Context: an optimization exercise on an open-source flow, tuned for small area and a short achievable clock period. The choices shown serve that exercise and are no tape-out recipe. Power and IR drop assume default switching activity.

==> flow/design.v <==
module committed_store_buffer #(
  parameter  int COMMIT_WIDTH = 4,
  parameter  int DEPTH        = 8,
  localparam int CNT_W        = $clog2(DEPTH) + 1
) (
  input  logic                         clk,
  input  logic                         rst,
  input  logic [COMMIT_WIDTH-1:0]      in_valid,
  input  logic [COMMIT_WIDTH*32-1:0]  in_addr,
  input  logic [COMMIT_WIDTH*32-1:0]  in_data,
  input  logic [COMMIT_WIDTH*4-1:0]   in_be,
  output logic [CNT_W-1:0]             free_slots,
  output logic                         empty,
  output logic                         overflow,
  output logic                         mem_req_valid,
  output logic [31:0]                  mem_req_addr,
  output logic [31:0]                  mem_req_data,
  output logic [3:0]                   mem_req_be,
  input  logic                         mem_req_ready,
  input  logic [31:0]                  ld_addr,
  output logic [3:0]                   fwd_mask,
  output logic [31:0]                  fwd_data
);
  logic [2:0] tail_q;
  logic [3:0] free_q;
  logic       ovf_q;
  logic [2:0] head;
  logic       empty_w;
  assign head    = tail_q + free_q[2:0];
  assign empty_w = free_q[3];
  logic [2:0] off1, off2, off3, pc;
  assign off1 = {2'b0, in_valid[0]};
  assign off2 = off1 + {2'b0, in_valid[1]};
  assign off3 = off2 + {2'b0, in_valid[2]};
  assign pc   = off3 + {2'b0, in_valid[3]};
  logic accept, fire;
  assign accept = ({1'b0, pc} <= free_q);
  assign fire   = !empty_w && mem_req_ready;
  always_ff @(posedge clk) begin
    if (rst) begin
      tail_q <= 3'd0;
      free_q <= 4'd8;
      ovf_q  <= 1'b0;
    end else begin
      if (accept) tail_q <= tail_q + pc;
      free_q <= free_q - (accept ? {1'b0, pc} : 4'd0) + {3'd0, fire};
      if (!accept) ovf_q <= 1'b1;
    end
  end
  logic [2:0] dst0, dst1, dst2, dst3;
  assign dst0 = tail_q;
  assign dst1 = tail_q + off1;
  assign dst2 = tail_q + off2;
  assign dst3 = tail_q + off3;
  logic [67:0] wp [4];
  for (genvar j = 0; j < 4; j++) begin : g_wp
    logic s0, s1, s2, s3;
    assign s0 = in_valid[0] && (dst0[1:0] == 2'(j));
    assign s1 = in_valid[1] && (dst1[1:0] == 2'(j));
    assign s2 = in_valid[2] && (dst2[1:0] == 2'(j));
    assign s3 = in_valid[3] && (dst3[1:0] == 2'(j));
    assign wp[j] = ({68{s0}} & {in_be[3:0],   in_data[31:0],   in_addr[31:0]})
                 | ({68{s1}} & {in_be[7:4],   in_data[63:32],  in_addr[63:32]})
                 | ({68{s2}} & {in_be[11:8],  in_data[95:64],  in_addr[95:64]})
                 | ({68{s3}} & {in_be[15:12], in_data[127:96], in_addr[127:96]});
  end
  logic [67:0] ent [8];
  for (genvar i = 0; i < 8; i++) begin : g_ent
    logic we;
    assign we = accept && ((in_valid[0] && dst0 == 3'(i)) ||
                           (in_valid[1] && dst1 == 3'(i)) ||
                           (in_valid[2] && dst2 == 3'(i)) ||
                           (in_valid[3] && dst3 == 3'(i)));
    always_ff @(posedge clk)
      if (we) ent[i] <= wp[i % 4];
  end
  logic [67:0] hd [9];
  assign hd[0] = '0;
  for (genvar i = 0; i < 8; i++) begin : g_head
    logic hs;
    assign hs = !empty_w && (head == 3'(i));
    assign hd[i+1] = hd[i] | ({68{hs}} & ent[i]);
  end
  assign mem_req_addr  = hd[8][31:0];
  assign mem_req_data  = hd[8][63:32];
  assign mem_req_be    = hd[8][67:64];
  assign free_slots    = free_q;
  assign empty         = empty_w;
  assign overflow      = ovf_q;
  assign mem_req_valid = !empty_w;
  logic [7:0] tl1h;
  logic [7:0] live;
  logic [7:0] match;
  for (genvar i = 0; i < 8; i++) begin : g_match
    logic [2:0] rel;
    assign tl1h[i]  = (tail_q == 3'(i));
    assign rel      = 3'(i) - tail_q;
    assign live[i]  = ({1'b0, rel} >= free_q);
    assign match[i] = live[i] && (ent[i][31:2] == ld_addr[31:2]);
  end
  logic [7:0] yng [8];
  for (genvar i = 0; i < 8; i++) begin : g_yng
    for (genvar j = 0; j < 8; j++) begin : g_j
      if (j == i) begin : g_self
        assign yng[i][j] = 1'b0;
      end else begin : g_other
        localparam int D = (j - i + 8) % 8;
        logic [7:0] rng;
        for (genvar e = 0; e < 8; e++) begin : g_e
          assign rng[e] = (e >= 1 && e <= D) ? tl1h[(i + e) % 8] : 1'b0;
        end
        assign yng[i][j] = ~|rng;
      end
    end
  end
  for (genvar b = 0; b < 4; b++) begin : g_byte
    logic [7:0] vb;
    logic [7:0] acc [9];
    for (genvar i = 0; i < 8; i++) begin : g_vb
      assign vb[i] = match[i] & ent[i][64 + b];
    end
    assign acc[0] = '0;
    for (genvar i = 0; i < 8; i++) begin : g_sel
      logic sel;
      assign sel      = vb[i] && !(|(vb & yng[i]));
      assign acc[i+1] = acc[i] | ({8{sel}} & ent[i][32 + 8*b +: 8]);
    end
    assign fwd_mask[b]        = |vb;
    assign fwd_data[8*b +: 8] = acc[8];
  end
  logic unused_ld_lo;
  assign unused_ld_lo = ^ld_addr[1:0];
endmodule
Settings: LEC_CHECK=0, CAP_MARGIN=20, CORE_MARGIN=2, CORE_UTILIZATION=40, SETUP_SLACK_MARGIN=3, SLEW_MARGIN=20; clock period 10.0 ns.
run.sh (not shown) runs the stock make flow with config.mk's settings and CLKGATE_MAP_FILE= SYNTH_SCRIPT=/design/flow/synth_recipe.tcl, a recipe that flattens the netlist after the stock synthesis.
The baseline finished with timing, DRC and antenna clean.
Rerun with:
Settings changed: CTS_BUF_LIST from default to sky130_fd_sc_hd__clkbuf_4.
The changed run completed without violations. Clock skew climbs by 0.052 ns. Total power goes down by about 1%. Sequential share of layout area stays flat. Cell area is about the same. First-iteration DRC count went down by 2.2%. Die area stays the same. Hold slack stays flat. Setup slack got worse by 0.021 ns. Count of clock-buffer cells in the layout climbs by 133. Routed wire length rose by about 1%. Fmax barely changes.
Rerun with:
Settings changed: CTS_BUF_LIST sky130_fd_sc_hd__clkbuf_4 to sky130_fd_sc_hd__clkbuf_8.
- The changed run completed with no timing, DRC or antenna violations
- non-clock buffer count went down by 8
- sequential cell count stays the same
- power is lower by 0.61%
- combinational power is lower by about 2%
- count of clock-buffer cells in the layout is lower by 107
- wire length fell by 0.83%
- worst setup slack is worse by 0.011 ns
- final area rose by 0.36%
Rerun with:
Settings changed: CTS_BUF_LIST sky130_fd_sc_hd__clkbuf_8 to default, SETUP_SLACK_MARGIN 3 to 4.
What happened:
- The changed run passed the timing, DRC and antenna checks
- clock power came out higher by 19%
- total power came out higher by 4.6%
- setup slack improves by 0.11 ns
No functional check of the RTL was part of any run of this note.

[static timing again, ports no longer ideal]
No port has a modelled driver above. Below, the same layouts with a new extraction and two added sets of constraints. Step 1: set_driving_cell puts a clkbuf_16 on clk and a buf_2 on each other input, an assumption about the parent block. Step 2 moves the port delays by t, midway between the first and last clock arrival at a register: inputs arrive t later, outputs are due t later. That takes back most of the time a late clock gives input paths. a / b / c = ideal / step 1 / step 2; a / b = the first two.
run | t (ns) | slack for setup (ns) | pins driven straight from the clock port
the first run | 0.711 | 2.865 / 2.824 / 2.764 | 1
the second run | 1.038 | 2.844 / 2.781 / 2.609 | 1
the third run | 0.768 | 2.832 / 2.739 / 2.739 | 1
the fourth run | 0.712 | 2.944 / 2.875 / 2.875 | 1
After both steps setup and hold are still met in every run listed. The setup slack of the second run, which loses most, moves by -0.063 ns with the drivers and by -0.235 ns with both steps.
